What follows belongs to an exercise in optimizing a design on an open flow for small area, a short achievable clock period and few clock cycles per item; a production flow would make more cautious choices. Function was checked by simulation only, so behaviour that the tests miss may differ from the original.

## flow/design.v (module list and top-level ports; edited modules follow where they fit)
// module mdct_resonator_bank: 132 lines
// module mrb_lane: 63 lines
// module mrb_csa: 1618 lines
module mdct_resonator_bank #(
    parameter int DW   = 32,
    parameter int CW   = 16,
    parameter int FRAC = 14,
    parameter int NCH  = 4,
    parameter int SAT  = 1,
    parameter int LW   = 16,
    localparam int CHW = (NCH > 1) ? $clog2(NCH) : 1
) (
    input  logic              clk_in,
    input  logic              rst_sys,
    input  logic              start,
    input  logic              abort,
    input  logic [LW-1:0]     frame_len,
    input  logic [NCH*CW-1:0] coef,
    input  logic [DW-1:0]     init_s1,
    input  logic [DW-1:0]     init_s2,
    input  logic              s_valid,
    output logic              s_ready,
    input  logic [DW-1:0]     s_data,
    output logic              m_valid,
    input  logic              m_ready,
    output logic [DW-1:0]     m_data,
    output logic [CHW-1:0]    m_chan,
    output logic              m_last,
    output logic              busy,
    output logic              done
);
  // ...
==> flow/flow/run.sh <==
#!/bin/bash
set -euo pipefail
MARGIN=$(cat flow/margin.txt)
bash standard.sh SETUP_SLACK_MARGIN=$MARGIN finish > standard.log 2>&1
==> flow/flow/margin.txt <==
9.0
==> flow/standard.sh <==
#!/bin/bash
# synth_recipe.tcl (not shown) runs the flow's synth.tcl, then flattens the netlist and writes it again
# the make line also repeats each setting of config.mk as NAME=value (left out here)
make -C /OpenROAD-flow-scripts/flow DESIGN_CONFIG=/design/flow/config.mk WORK_HOME=/design/flow/orfs CLKGATE_MAP_FILE= SYNTH_SCRIPT=/design/flow/synth_recipe.tcl "${@:-finish}"
==> flow/config.mk <==
export PLATFORM = sky130hd
export DESIGN_NAME = mdct_resonator_bank
export DESIGN_NICKNAME = mdct_resonator_bank
export VERILOG_FILES = /design/flow/design.v
export SDC_FILE = /design/flow/constraint.sdc
export NUM_CORES = 4
export LEC_CHECK = 0
export ABC_CLOCK_PERIOD_IN_PS = 4000
export CAP_MARGIN = 20
export CORE_MARGIN = 2
export CORE_UTILIZATION = 40
export SLEW_MARGIN = 20
==> flow/constraint.sdc <==
create_clock -name core_clock -period 13.0 [get_ports {clk_in}]
set_input_delay 2.6000 -clock core_clock [delete_from_list [all_inputs] [get_ports {clk_in}]]
set_output_delay 2.6000 -clock core_clock [all_outputs]
set_load 0.01 [all_outputs]
==> flow_summary.html, run 1 <==
<table>
<tr><th>Metric</th><th>Value</th></tr>
<tr><th colspan="2">Run status</th></tr>
<tr><td>Outcome</td><td>complete, no violations</td></tr>
<tr><th colspan="2">Final layout</th></tr>
<tr><td># clk buffers</td><td>a little over 70</td></tr>
<tr><td>Sequential cell area</td><td>0.0136 sq mm</td></tr>
<tr><td>Net count of the finished layout</td><td>between 5000 and 6000</td></tr>
<tr><td>Count of inserted antenna diode cells</td><td>0</td></tr>
<tr><th colspan="2">Floorplanning</th></tr>
<tr><td>Die outline area</td><td>roughly 0.12 sq mm</td></tr>
<tr><th colspan="2">Timing</th></tr>
<tr><td>Final period util</td><td>about a third</td></tr>
<tr><td>Relative slew slack</td><td>25.7%</td></tr>
<tr><td>Worst hold slack</td><td>0.509 ns</td></tr>
<tr><td>Setup tns final</td><td>0 ns</td></tr>
<tr><td>Final critical path time including I/O delays and setup</td><td>4.15 ns</td></tr>
<tr><th colspan="2">Global route</th></tr>
<tr><td>Global-route met3 utilization</td><td>under 10%</td></tr>
<tr><th colspan="2">Synthesis</th></tr>
<tr><td>Share of the synthesized netlist area taken by xor and xnor gates</td><td>12.2%</td></tr>
<tr><td>Async set-or-reset flop fraction in the synthesized netlist</td><td>between 1 and 1.5%</td></tr>
<tr><td>Mapped Area</td><td>between 0.04 and 0.05 sq mm</td></tr>
<tr><td>Yosys warning count</td><td>2</td></tr>
<tr><td>Synth Area in Compound Gates</td><td>~16%</td></tr>
<tr><td>Area share of and/or/nand/nor cells after synthesis</td><td>between 6 and 7%</td></tr>
<tr><th colspan="2">CTS</th></tr>
<tr><td>Num CTS Buffers</td><td>58</td></tr>
<tr><th colspan="2">Routing</th></tr>
<tr><td>Length of routed met3 wiring</td><td>around 15000 um</td></tr>
<tr><td>Final antenna-violating net count</td><td>0</td></tr>
<tr><td>Drt wl/cell</td><td>roughly 25 um</td></tr>
<tr><th colspan="2">Min path</th></tr>
<tr><td>Hold path start</td><td>rix[0]$_DFF_P_</td></tr>
<tr><th colspan="2">Worst setup path</th></tr>
<tr><td>Number of buffer and inverter instances along the worst setup path</td><td>5</td></tr>
<tr><td>Reg2reg end</td><td>u_l1.r1[26]$_DFFE_PP_</td></tr>
</table>
Testbench counts, summed over its fixed seeds: cycles 9,552, samples 4,452.
==> inputs of run 2 (changes only) <==
==> flow/flow/margin.txt (replaced) <==
8.3
==> flow_summary.html, run 2 <==
<table>
<tr><th>Metric</th><th>Value</th></tr>
<tr><th colspan="2">Worst setup path</th></tr>
<tr><td>Startpoint of the worst register-to-register path</td><td>x_reg[0]$_DFFE_PP_ (unchanged)</td></tr>
<tr><td>Capturing element type of the critical path</td><td>output pin (was register)</td></tr>
<tr><td>Setup slack of the worst register-to-register path</td><td>8.48 ns (was 8.85 ns)</td></tr>
<tr><td>Startpoint class of the critical path</td><td>register (unchanged)</td></tr>
<tr><td>CP arrival</td><td>1.94 ns (was 4.54 ns)</td></tr>
<tr><td>Largest driver fanout on the critical path</td><td>12 (was 7)</td></tr>
<tr><td>Kind of critical path</td><td>register to output pin (was register to register)</td></tr>
<tr><td>Critical path required time</td><td>10.40 ns (was 13.39 ns)</td></tr>
<tr><td>Worst reg2reg path depth</td><td>15 (was 17)</td></tr>
<tr><td>Reg2reg end</td><td>u_l0.r1[22]$_DFFE_PP_ (was u_l1.r1[26]$_DFFE_PP_)</td></tr>
<tr><th colspan="2">Synthesis</th></tr>
<tr><td>Sequential fraction of the synthesis area</td><td>30.2% (unchanged)</td></tr>
<tr><td>Most used flip-flop cell after synthesis</td><td>sky130_fd_sc_hd__edfxtp_1 (unchanged)</td></tr>
<tr><td>Mapped Area</td><td>0.0450 sq mm (unchanged)</td></tr>
<tr><td>Most numerous cell types in the synthesized netlist</td><td>sky130_fd_sc_hd__fa_1 (510), sky130_fd_sc_hd__a22oi_1 (497), sky130_fd_sc_hd__nand2_1 (491) (unchanged)</td></tr>
<tr><td>Cells after synthesis</td><td>4325 (unchanged)</td></tr>
<tr><td>Syn_nets</td><td>5190 (unchanged)</td></tr>
<tr><td>Top cells by area, synth</td><td>sky130_fd_sc_hd__edfxtp_1 (28%), sky130_fd_sc_hd__fa_1 (23%), sky130_fd_sc_hd__a22oi_1 (8.3%) (unchanged)</td></tr>
<tr><td>Synth Area in Compound Gates</td><td>15.8% (unchanged)</td></tr>
<tr><td>Async set-or-reset flop fraction in the synthesized netlist</td><td>1.49% (unchanged)</td></tr>
<tr><td>Cell taking the most area after synthesis</td><td>sky130_fd_sc_hd__edfxtp_1 (unchanged)</td></tr>
<tr><td>Synth unique cells</td><td>88 (unchanged)</td></tr>
<tr><td>Yosys warning count</td><td>2 (unchanged)</td></tr>
<tr><td>Most frequently used cell type in the post-synthesis netlist</td><td>sky130_fd_sc_hd__fa_1 (unchanged)</td></tr>
<tr><td>Post-synthesis average cell area</td><td>10.4 sq um (unchanged)</td></tr>
<tr><td>Dominant combinational cell family by area after synthesis</td><td>adder cells (unchanged)</td></tr>
<tr><td>Mux cell area share after synthesis</td><td>0.668% (unchanged)</td></tr>
<tr><td>Share of the synthesized netlist area taken by xor and xnor gates</td><td>12.2% (unchanged)</td></tr>
<tr><td>Fraction of synthesized cell area taken by the top area cell type</td><td>27.5% (unchanged)</td></tr>
<tr><td>Area share of and/or/nand/nor cells after synthesis</td><td>6.57% (unchanged)</td></tr>
<tr><td>Adder and majority cell fraction of the synthesized area</td><td>27.5% (unchanged)</td></tr>
<tr><td>Post-synthesis register bit count</td><td>470 (unchanged)</td></tr>
<tr><td>Number of enable flip-flop cells after synthesis</td><td>412 (unchanged)</td></tr>
<tr><th colspan="2">Min path</th></tr>
<tr><td>Sink of the worst hold path</td><td>u_l0.d2[2]$_DFFE_PP_ (was rix[0]$_DFF_P_)</td></tr>
<tr><td>Min-Delay Path Depth</td><td>2 (was 1)</td></tr>
<tr><td>Worst hold-check path type</td><td>register to register (unchanged)</td></tr>
<tr><td>Hold path start</td><td>u_l0.d1[2]$_DFFE_PP_ (was rix[0]$_DFF_P_)</td></tr>
<tr><th colspan="2">Routing</th></tr>
<tr><td>Number of remaining DRC errors</td><td>0 (unchanged)</td></tr>
<tr><td>Via total after detailed routing</td><td>33679 (was 34375)</td></tr>
<tr><td>Routed Wire Length</td><td>144000 um (was 149000 um)</td></tr>
<tr><td>Number of DRC markers after the initial detailed-route iteration</td><td>3505 (was 3876)</td></tr>
<tr><td>Initial DRT Pass Iterations</td><td>6 (unchanged)</td></tr>
<tr><td>Drt wl/cell</td><td>24.5 um (was 24.9 um)</td></tr>
<tr><td>Average vias per placed instance</td><td>5.73 (was 5.76)</td></tr>
<tr><td>Final antenna-violating net count</td><td>0 (unchanged)</td></tr>
<tr><th colspan="2">Floorplanning</th></tr>
<tr><td>Placeable core region</td><td>0.112 sq mm (unchanged)</td></tr>
<tr><td>Chip Height</td><td>339 um (unchanged)</td></tr>
<tr><td>Overall die width</td><td>339 um (unchanged)</td></tr>
<tr><td>Top-level I/O count</td><td>221 (unchanged)</td></tr>
<tr><td>Std cell rows</td><td>123 (unchanged)</td></tr>
<tr><td>Starting Density</td><td>40.1% (unchanged)</td></tr>
<tr><td>Die outline area</td><td>0.115 sq mm (unchanged)</td></tr>
<tr><th colspan="2">Global route</th></tr>
<tr><td>Maximum number of pins on one net before global-route repair</td><td>145 (was 71)</td></tr>
<tr><td>Global route total overflow</td><td>0 (unchanged)</td></tr>
<tr><td>Number of antenna violations at the first check in global routing</td><td>2 (was 7)</td></tr>
<tr><td>Wire length of the first global-routing pass</td><td>218000 um (was 222000 um)</td></tr>
<tr><td>Number of global-route vias before repair</td><td>33860 (was 34189)</td></tr>
<tr><td>GRT Util Overall</td><td>24.8% (was 25.4%)</td></tr>
<tr><th colspan="2">Place</th></tr>
<tr><td>Post-Place Cells</td><td>5765 (was 5770)</td></tr>
<tr><td>Half-perimeter wire length after placement</td><td>104000 um (was 105000 um)</td></tr>
<tr><td>I/O Buffers</td><td>220 (unchanged)</td></tr>
<tr><td>Routability Congestion</td><td>0.931 (was 0.961)</td></tr>
<tr><th colspan="2">Timing</th></tr>
<tr><td>Final period util</td><td>34.9% (was 31.9%)</td></tr>
<tr><td>Worst hold slack</td><td>0.512 ns (was 0.509 ns)</td></tr>
<tr><td>Final critical path time including I/O delays and setup</td><td>4.54 ns (was 4.15 ns)</td></tr>
<tr><td>Worst-case clock skew</td><td>0.0424 ns (was 0.0361 ns)</td></tr>
<tr><td>Setup tns final</td><td>0 ns (unchanged)</td></tr>
<tr><td>Number of hold violations in the final report</td><td>0 (unchanged)</td></tr>
<tr><td>Final count of negative-setup-slack endpoints</td><td>0 (unchanged)</td></tr>
<tr><td>Highest attainable clock frequency</td><td>220 MHz (was 241 MHz)</td></tr>
<tr><td>Worst-Margin Slew</td><td>1.12 ns (was 1.11 ns)</td></tr>
<tr><td>Relative slew slack</td><td>25.6% (was 25.7%)</td></tr>
<tr><td>Unrepaired setup endpoints after global routing</td><td>no (was yes)</td></tr>
<tr><td>Pins Over Slew Limit</td><td>0 (unchanged)</td></tr>
<tr><th colspan="2">Run status</th></tr>
<tr><td>Outcome</td><td>complete, no violations (unchanged)</td></tr>
<tr><th colspan="2">Job</th></tr>
<tr><td>Reported max-cap violation count</td><td>0 (unchanged)</td></tr>
<tr><th colspan="2">Final layout</th></tr>
<tr><td>Count of inserted antenna diode cells</td><td>0 (unchanged)</td></tr>
<tr><td>Net count of the finished layout</td><td>5193 (was 5286)</td></tr>
<tr><td>Layout cells sized above 1</td><td>6.26% (was 11.5%)</td></tr>
<tr><td>Number of standard cells in the layout, taps in and fillers out</td><td>5876 (was 5964)</td></tr>
<tr><td>Most common cell after layout, fill and taps aside</td><td>sky130_fd_sc_hd__fa_1 (unchanged)</td></tr>
<tr><td>Area growth, synth to finish</td><td>12.1% (was 16.1%)</td></tr>
<tr><td>Final core utilization</td><td>45.0% (was 46.6%)</td></tr>
<tr><td>Commonest cells after routing, fill and taps aside</td><td>sky130_fd_sc_hd__fa_1 (510), sky130_fd_sc_hd__a22oi_1 (497), sky130_fd_sc_hd__nand2_1 (491) (was sky130_fd_sc_hd__fa_1 (506), sky130_fd_sc_hd__a22oi_1 (490), sky130_fd_sc_hd__nand2_1 (471))</td></tr>
<tr><th colspan="2">CTS</th></tr>
<tr><td>Max Buffers Root-to-Sink</td><td>3 (unchanged)</td></tr>
<tr><td>Num CTS Buffers</td><td>56 (was 58)</td></tr>
<tr><td>H-tree level count</td><td>2 (unchanged)</td></tr>
<tr><td>Sinks on Clock Net</td><td>470 (unchanged)</td></tr>
<tr><td>Clock network latency to the later pin of the worst-skew pair</td><td>0.68 ns (was 0.67 ns)</td></tr>
<tr><td>Clock root cell</td><td>sky130_fd_sc_hd__clkbuf_16 (unchanged)</td></tr>
<tr><td>Clock edge transition at the registers on the reported setup and hold paths</td><td>0.07 ns (was 0.06 ns)</td></tr>
<tr><td>TritonCTS clock tree</td><td>built (unchanged)</td></tr>
</table>
## run 2: cell counts after synthesis
Identical to the previous run, type by type.
## run 2: worst max path at each step
stage	slack, ns	to	from
after CTS	8.33	u_l0.r1[24]$_DFFE_PP_	x_reg[0]$_DFFE_PP_
after floorplan	7.76	u_l0.pc_q[0]$_DFFE_PP_	state[2]$_DFF_PP0_
after detailed placement	7.85	u_l1.r1[6]$_DFFE_PP_	x_reg[0]$_DFFE_PP_
after global routing	8.31	u_l1.r1[23]$_DFFE_PP_	x_reg[0]$_DFFE_PP_
after global placement	7.86	m_data[30]$_DFFE_PP_	m_ready
final	8.46	s_ready	s_ready$_DFF_PP0_
## run 2: worst max-delay path: stages (launching register included)
cell                              delay, ns
sky130_fd_sc_hd__dfrtp_2               0.34
sky130_fd_sc_hd__buf_4                 0.31
sky130_fd_sc_hd__clkdlybuf4s50_1       0.63
## run 2: timing repair
| item | CTS | global route |
|---|---|---|
| pin swaps | 0 | 3 |
| hold buffers | 0 | 0 |
| buffers inserted | 0 | 4 |
| setup endpoints to repair | 28 | 70 |
| resized for setup | 3 | 3 |
| endpoints found under the hold margin | 0 | 0 |
| gates cloned | 0 | 1 |
## run 2: metrics by stage
stage	worst slack (ns)	area [sq um]
floorplan	7.76	45000
global placement	7.86	48400
detailed placement	7.85	48400
CTS	8.33	50300
global route	8.31	50400
finish	8.46	50400
## run 2: per-layer routing
| metal | GRT usage, % | up-vias | wire length (um) |
|---|---|---|---|
| met2 | 38.1 | 1573 | 64500 |
| met4 | 7.61 | 0 | 4520 |
| met5 | 0 | - | 0 |
| met1 | 35.9 | 17167 | 62200 |
| met3 | 4.16 | 197 | 12700 |
| li1 | - | 14742 | - |
## run 2: area by class of cell
class	count	area (sq um)
sequential	470	13600
clock inverter	44	490
inverter	444	1670
multi-input combinational	3026	28300
tap	1500	1880
clock buffer	62	1420
timing repair buffer	330	3070
fill	10655	61600
## run 2: cell families after synthesis
group | Yosys count
compound gates | 983
xor+xnor | 623
fa+ha+maj | 683
buf+inv | 830
flops | 470
mux | 30
simple gates | 706
==> inputs of run 3 (changes only) <==
==> flow/run.sh (new file) <==
#!/bin/bash
# synth_recipe.tcl (not shown) runs the flow's synth.tcl, then flattens the netlist and writes it again
# the make line also repeats each setting of config.mk as NAME=value (left out here)
make -C /OpenROAD-flow-scripts/flow DESIGN_CONFIG=/design/flow/config.mk WORK_HOME=/design/flow/orfs CLKGATE_MAP_FILE= SYNTH_SCRIPT=/design/flow/synth_recipe.tcl finish
--- a/flow/config.mk
+++ b/flow/config.mk
@@ -7,3 +7,2 @@
 export LEC_CHECK = 0
-export ABC_CLOCK_PERIOD_IN_PS = 4000
 export CAP_MARGIN = 20
removed: flow/flow/run.sh
removed: flow/flow/margin.txt
removed: flow/standard.sh
==> flow_summary.html, run 3 <==
<table>
<tr><th>Metric</th><th>Value</th></tr>
<tr><th colspan="2">Timing</th></tr>
<tr><td>Highest attainable clock frequency</td><td>188 MHz (was 220 MHz)</td></tr>
<tr><td>Unrepaired setup endpoints after global routing</td><td>no (unchanged)</td></tr>
<tr><td>Setup tns final</td><td>0 ns (unchanged)</td></tr>
<tr><td>Worst-case clock skew</td><td>0.0394 ns (was 0.0424 ns)</td></tr>
<tr><td>Number of hold violations in the final report</td><td>0 (unchanged)</td></tr>
<tr><td>Final critical path time including I/O delays and setup</td><td>5.31 ns (was 4.54 ns)</td></tr>
<tr><td>Worst-Margin Slew</td><td>1.14 ns (was 1.12 ns)</td></tr>
<tr><td>Pins Over Slew Limit</td><td>0 (unchanged)</td></tr>
<tr><td>Final count of negative-setup-slack endpoints</td><td>0 (unchanged)</td></tr>
<tr><td>Relative slew slack</td><td>23.8% (was 25.6%)</td></tr>
<tr><td>Setup slack of the critical path after layout</td><td>7.69 ns (was 8.46 ns)</td></tr>
<tr><td>Worst hold slack</td><td>0.515 ns (was 0.512 ns)</td></tr>
<tr><td>Final period util</td><td>40.9% (was 34.9%)</td></tr>
<tr><th colspan="2">CTS</th></tr>
<tr><td>Clock root cell</td><td>sky130_fd_sc_hd__clkbuf_16 (unchanged)</td></tr>
<tr><td>Number of buffers added for setup after CTS</td><td>0 (unchanged)</td></tr>
<tr><td>Max Buffers Root-to-Sink</td><td>3 (unchanged)</td></tr>
<tr><td>Clock network latency to the later pin of the worst-skew pair</td><td>0.68 ns (about the same)</td></tr>
<tr><td>Number of instances resized during post-cts repair</td><td>0 (was 3)</td></tr>
<tr><td>Sinks on Clock Net</td><td>470 (unchanged)</td></tr>
<tr><td>H-tree level count</td><td>2 (unchanged)</td></tr>
<tr><td>Clock edge transition at the registers on the reported setup and hold paths</td><td>0.06 ns (was 0.07 ns)</td></tr>
<tr><td>Num CTS Buffers</td><td>56 (unchanged)</td></tr>
<tr><td>TritonCTS clock tree</td><td>built (unchanged)</td></tr>
<tr><td>Hold-fix buffers, CTS</td><td>0 (unchanged)</td></tr>
<tr><th colspan="2">Floorplanning</th></tr>
<tr><td>Top-level I/O count</td><td>221 (unchanged)</td></tr>
<tr><td>Std cell rows</td><td>123 (unchanged)</td></tr>
<tr><td>Placeable core region</td><td>0.112 sq mm (unchanged)</td></tr>
<tr><td>Chip Height</td><td>339 um (unchanged)</td></tr>
<tr><td>Overall die width</td><td>339 um (unchanged)</td></tr>
<tr><td>Die outline area</td><td>0.115 sq mm (unchanged)</td></tr>
<tr><td>Starting Density</td><td>40.1% (unchanged)</td></tr>
<tr><th colspan="2">Worst setup path</th></tr>
<tr><td>Family of cells with the greatest summed delay on the critical path</td><td>compound AO/OA/AOI/OAI gates (was buffers and inverters)</td></tr>
<tr><td>Worst reg2reg path depth</td><td>12 (was 15)</td></tr>
<tr><td>Largest driver fanout on the critical path</td><td>28 (was 12)</td></tr>
<tr><td>Number of buffer and inverter instances along the worst setup path</td><td>0 (was 2)</td></tr>
<tr><td>Path length in cells of the critical path</td><td>12 (was 2)</td></tr>
<tr><td>Reg2reg end</td><td>u_l1.r1[29]$_DFFE_PP_ (was u_l0.r1[22]$_DFFE_PP_)</td></tr>
<tr><td>Max stage delay on crit path</td><td>1.04 ns (was 0.63 ns)</td></tr>
<tr><td>Startpoint class of the critical path</td><td>register (unchanged)</td></tr>
<tr><td>Cell-by-cell trace of the critical path</td><td>fa_1 &gt; ha_1 &gt; fa_1 &gt; a211oi_1 &gt; o21a_1 &gt; a211o_1 &gt; a21boi_2 &gt; o211ai_1 &gt; a211oi_1 &gt; o31ai_1 &gt; and3_1 &gt; a221o_1 (was buf_4 &gt; clkdlybuf4s50_1)</td></tr>
<tr><td>Crit path max-delay cell type</td><td>sky130_fd_sc_hd__and3_1 (was sky130_fd_sc_hd__clkdlybuf4s50_1)</td></tr>
<tr><td>Startpoint of the worst register-to-register path</td><td>x_reg[0]$_DFFE_PP_ (unchanged)</td></tr>
<tr><td>Kind of critical path</td><td>register to register (was register to output pin)</td></tr>
<tr><td>Setup slack of the worst register-to-register path</td><td>7.69 ns (was 8.48 ns)</td></tr>
<tr><td>Critical path required time</td><td>13.51 ns (was 10.40 ns)</td></tr>
<tr><td>CP arrival</td><td>5.83 ns (was 1.94 ns)</td></tr>
<tr><td>Capturing element type of the critical path</td><td>register (was output pin)</td></tr>
<tr><th colspan="2">Synthesis</th></tr>
<tr><td>Top cells by area, synth</td><td>sky130_fd_sc_hd__edfxtp_1 (28%), sky130_fd_sc_hd__fa_1 (23%), sky130_fd_sc_hd__a22oi_1 (8.3%) (unchanged)</td></tr>
<tr><td>Most used flip-flop cell after synthesis</td><td>sky130_fd_sc_hd__edfxtp_1 (unchanged)</td></tr>
<tr><td>Post-synthesis average cell area</td><td>10.4 sq um (unchanged)</td></tr>
<tr><td>Async set-or-reset flop fraction in the synthesized netlist</td><td>1.49% (unchanged)</td></tr>
<tr><td>Most numerous cell types in the synthesized netlist</td><td>sky130_fd_sc_hd__fa_1 (510), sky130_fd_sc_hd__a22oi_1 (497), sky130_fd_sc_hd__nand2_1 (491) (unchanged)</td></tr>
<tr><td>Most frequently used cell type in the post-synthesis netlist</td><td>sky130_fd_sc_hd__fa_1 (unchanged)</td></tr>
<tr><td>Cells after synthesis</td><td>4325 (unchanged)</td></tr>
<tr><td>Yosys warning count</td><td>2 (unchanged)</td></tr>
<tr><td>Sequential fraction of the synthesis area</td><td>30.2% (unchanged)</td></tr>
<tr><td>Number of enable flip-flop cells after synthesis</td><td>412 (unchanged)</td></tr>
<tr><td>Syn_nets</td><td>5190 (unchanged)</td></tr>
<tr><td>Fraction of synthesized cell area taken by the top area cell type</td><td>27.5% (unchanged)</td></tr>
<tr><td>Mapped Area</td><td>0.0450 sq mm (unchanged)</td></tr>
<tr><td>Cell taking the most area after synthesis</td><td>sky130_fd_sc_hd__edfxtp_1 (unchanged)</td></tr>
<tr><td>Post-synthesis register bit count</td><td>470 (unchanged)</td></tr>
<tr><td>Synth unique cells</td><td>88 (unchanged)</td></tr>
<tr><th colspan="2">Global route</th></tr>
<tr><td>Wire length of the first global-routing pass</td><td>217000 um (was 218000 um)</td></tr>
<tr><td>Number of global-route vias before repair</td><td>33913 (was 33860)</td></tr>
<tr><td>Number of antenna violations at the first check in global routing</td><td>4 (was 2)</td></tr>
<tr><td>Global route total overflow</td><td>0 (unchanged)</td></tr>
<tr><td>Maximum number of pins on one net before global-route repair</td><td>87 (was 145)</td></tr>
<tr><td>GRT Util Overall</td><td>24.7% (was 24.8%)</td></tr>
<tr><th colspan="2">Routing</th></tr>
<tr><td>Routed Wire Length</td><td>143000 um (was 144000 um)</td></tr>
<tr><td>Average vias per placed instance</td><td>5.70 (was 5.73)</td></tr>
<tr><td>Number of remaining DRC errors</td><td>0 (unchanged)</td></tr>
<tr><td>Initial DRT Pass Iterations</td><td>6 (unchanged)</td></tr>
<tr><td>Drt wl/cell</td><td>24.3 um (was 24.5 um)</td></tr>
<tr><td>Via total after detailed routing</td><td>33492 (was 33679)</td></tr>
<tr><td>Number of DRC markers after the initial detailed-route iteration</td><td>3751 (was 3505)</td></tr>
<tr><td>Final antenna-violating net count</td><td>0 (unchanged)</td></tr>
<tr><th colspan="2">Final layout</th></tr>
<tr><td>Count of inserted antenna diode cells</td><td>0 (unchanged)</td></tr>
<tr><td>Most common cell after layout, fill and taps aside</td><td>sky130_fd_sc_hd__fa_1 (unchanged)</td></tr>
<tr><td>Area growth, synth to finish</td><td>11.5% (was 12.1%)</td></tr>
<tr><td>Net count of the finished layout</td><td>5193 (unchanged)</td></tr>
<tr><td>Number of standard cells in the layout, taps in and fillers out</td><td>5873 (was 5876)</td></tr>
<tr><td>Commonest cells after routing, fill and taps aside</td><td>sky130_fd_sc_hd__fa_1 (510), sky130_fd_sc_hd__a22oi_1 (497), sky130_fd_sc_hd__nand2_1 (491) (unchanged)</td></tr>
<tr><td>Layout cells sized above 1</td><td>5.99% (was 6.26%)</td></tr>
<tr><th colspan="2">Place</th></tr>
<tr><td>Post-Place Cells</td><td>5770 (was 5765)</td></tr>
<tr><td>Routability Congestion</td><td>0.922 (was 0.931)</td></tr>
<tr><td>Dpl ws</td><td>7.87 ns (was 7.85 ns)</td></tr>
<tr><td>I/O Buffers</td><td>220 (unchanged)</td></tr>
<tr><td>Half-perimeter wire length after placement</td><td>105000 um (was 104000 um)</td></tr>
<tr><th colspan="2">Min path</th></tr>
<tr><td>Hold path start</td><td>u_l0.d1[7]$_DFFE_PP_ (was u_l0.d1[2]$_DFFE_PP_)</td></tr>
<tr><td>Min-Delay Path Depth</td><td>2 (unchanged)</td></tr>
<tr><td>Sink of the worst hold path</td><td>u_l0.d2[7]$_DFFE_PP_ (was u_l0.d2[2]$_DFFE_PP_)</td></tr>
<tr><td>Worst hold-check path type</td><td>register to register (unchanged)</td></tr>
<tr><th colspan="2">Run status</th></tr>
<tr><td>Outcome</td><td>complete, no violations (unchanged)</td></tr>
<tr><th colspan="2">Job</th></tr>
<tr><td>Reported max-cap violation count</td><td>0 (unchanged)</td></tr>
</table>
-- run 3: stage by stage --
stage | cell area (sq um) | utilization (%)
4_1_cts | 50200 | 44.8
6_report | 50200 | 44.8
5_1_grt | 50200 | 44.8
3_5_place_dp | 48400 | 43.2
3_3_place_gp | 48400 | 43.2
2_1_floorplan | 45000 | -
-- run 3: how the worst max path moves through the flow --
stage                       startpoint                endpoint  slack [ns]
finish              x_reg[0]$_DFFE_PP_   u_l1.r1[29]$_DFFE_PP_        7.69
global route        x_reg[0]$_DFFE_PP_   u_l1.r1[29]$_DFFE_PP_        7.55
CTS                 x_reg[0]$_DFFE_PP_   u_l1.r1[29]$_DFFE_PP_        7.80
detailed placement             m_ready    m_data[30]$_DFFE_PP_        7.87
global placement               m_ready    m_data[30]$_DFFE_PP_        7.88
floorplan           state[0]$_DFF_PP0_  u_l0.pc_q[0]$_DFFE_PP_        2.43
-- run 3: layer usage --
metal,global-route usage [%],vias to the layer above,routed length [um]
met2,37.6,1625,64000
met5,0,-,34
met4,7.50,6,4110
li1,-,14739,-
met1,35.7,16926,61700
met3,4.56,196,12600
-- run 3: worst reg2reg max path, delay by kind of cell (launching register included) --
family	cells	cell delay [ns]
compound gates	8	2.42
simple gates	1	1.04
fa+ha+maj	3	1.23
flops	1	0.46
-- run 3: final cells by class --
class	instances	area (sq um)
Multi-Input combinational cell	3025	28300
Clock inverter	35	284
Clock buffer	68	1450
Sequential cell	470	13600
Fill cell	10660	61900
Tap cell	1500	1880
Inverter	444	1670
Timing Repair Buffer	331	3040
-- run 3: cell families (layout without fill, tap and decap cells) --
family                     after synthesis  count (layout)  synth area share, %
buffers and inverters                  830             878                 7.11
muxes                                   30              30                0.668
adders and majority gates              683             683                 27.5
xor gates and xnor gates               623             623                 12.2
DFF                                    470             470                 30.2
and+or+nand+nor                        706             706                 6.57
AOI/OAI and AO/OA                      983             983                 15.8

-- what the ideal ports hide --
No port has a modelled driver above. Below, the same layouts with a new extraction and two added sets of constraints. Step 1: set_driving_cell puts a clkbuf_16 on clk_in and a buf_2 on each other input, an assumption about the parent block. Step 2 times the ports against the registers' clock, not the clock port: input delays grow and output delays shrink by t, the midpoint of the rising clock arrivals with the driver on. Three values: ideal, step 1, step 2; two values: the first two.
run	t, ns	setup WS [ns]	hold slack, ns	latest minus earliest clock arrival (ns)	worst slew at a driven data input, ns
run 1	0.724	8.854 / 8.854 / 8.289	0.509 / 0.509 / 0.509	0.037 / 0.037	0.07
run 2	0.728	8.463 / 8.392 / 7.803	0.512 / 0.512 / 0.512	0.045 / 0.045	0.07
run 3	0.724	7.687 / 7.687 / 7.687	0.515 / 0.515 / 0.515	0.042 / 0.041	0.08
After both steps setup and hold are still met in every run listed. For run 2, which loses most, drivers alone change the setup slack by -0.071 ns; drivers and shift together by -0.660 ns.
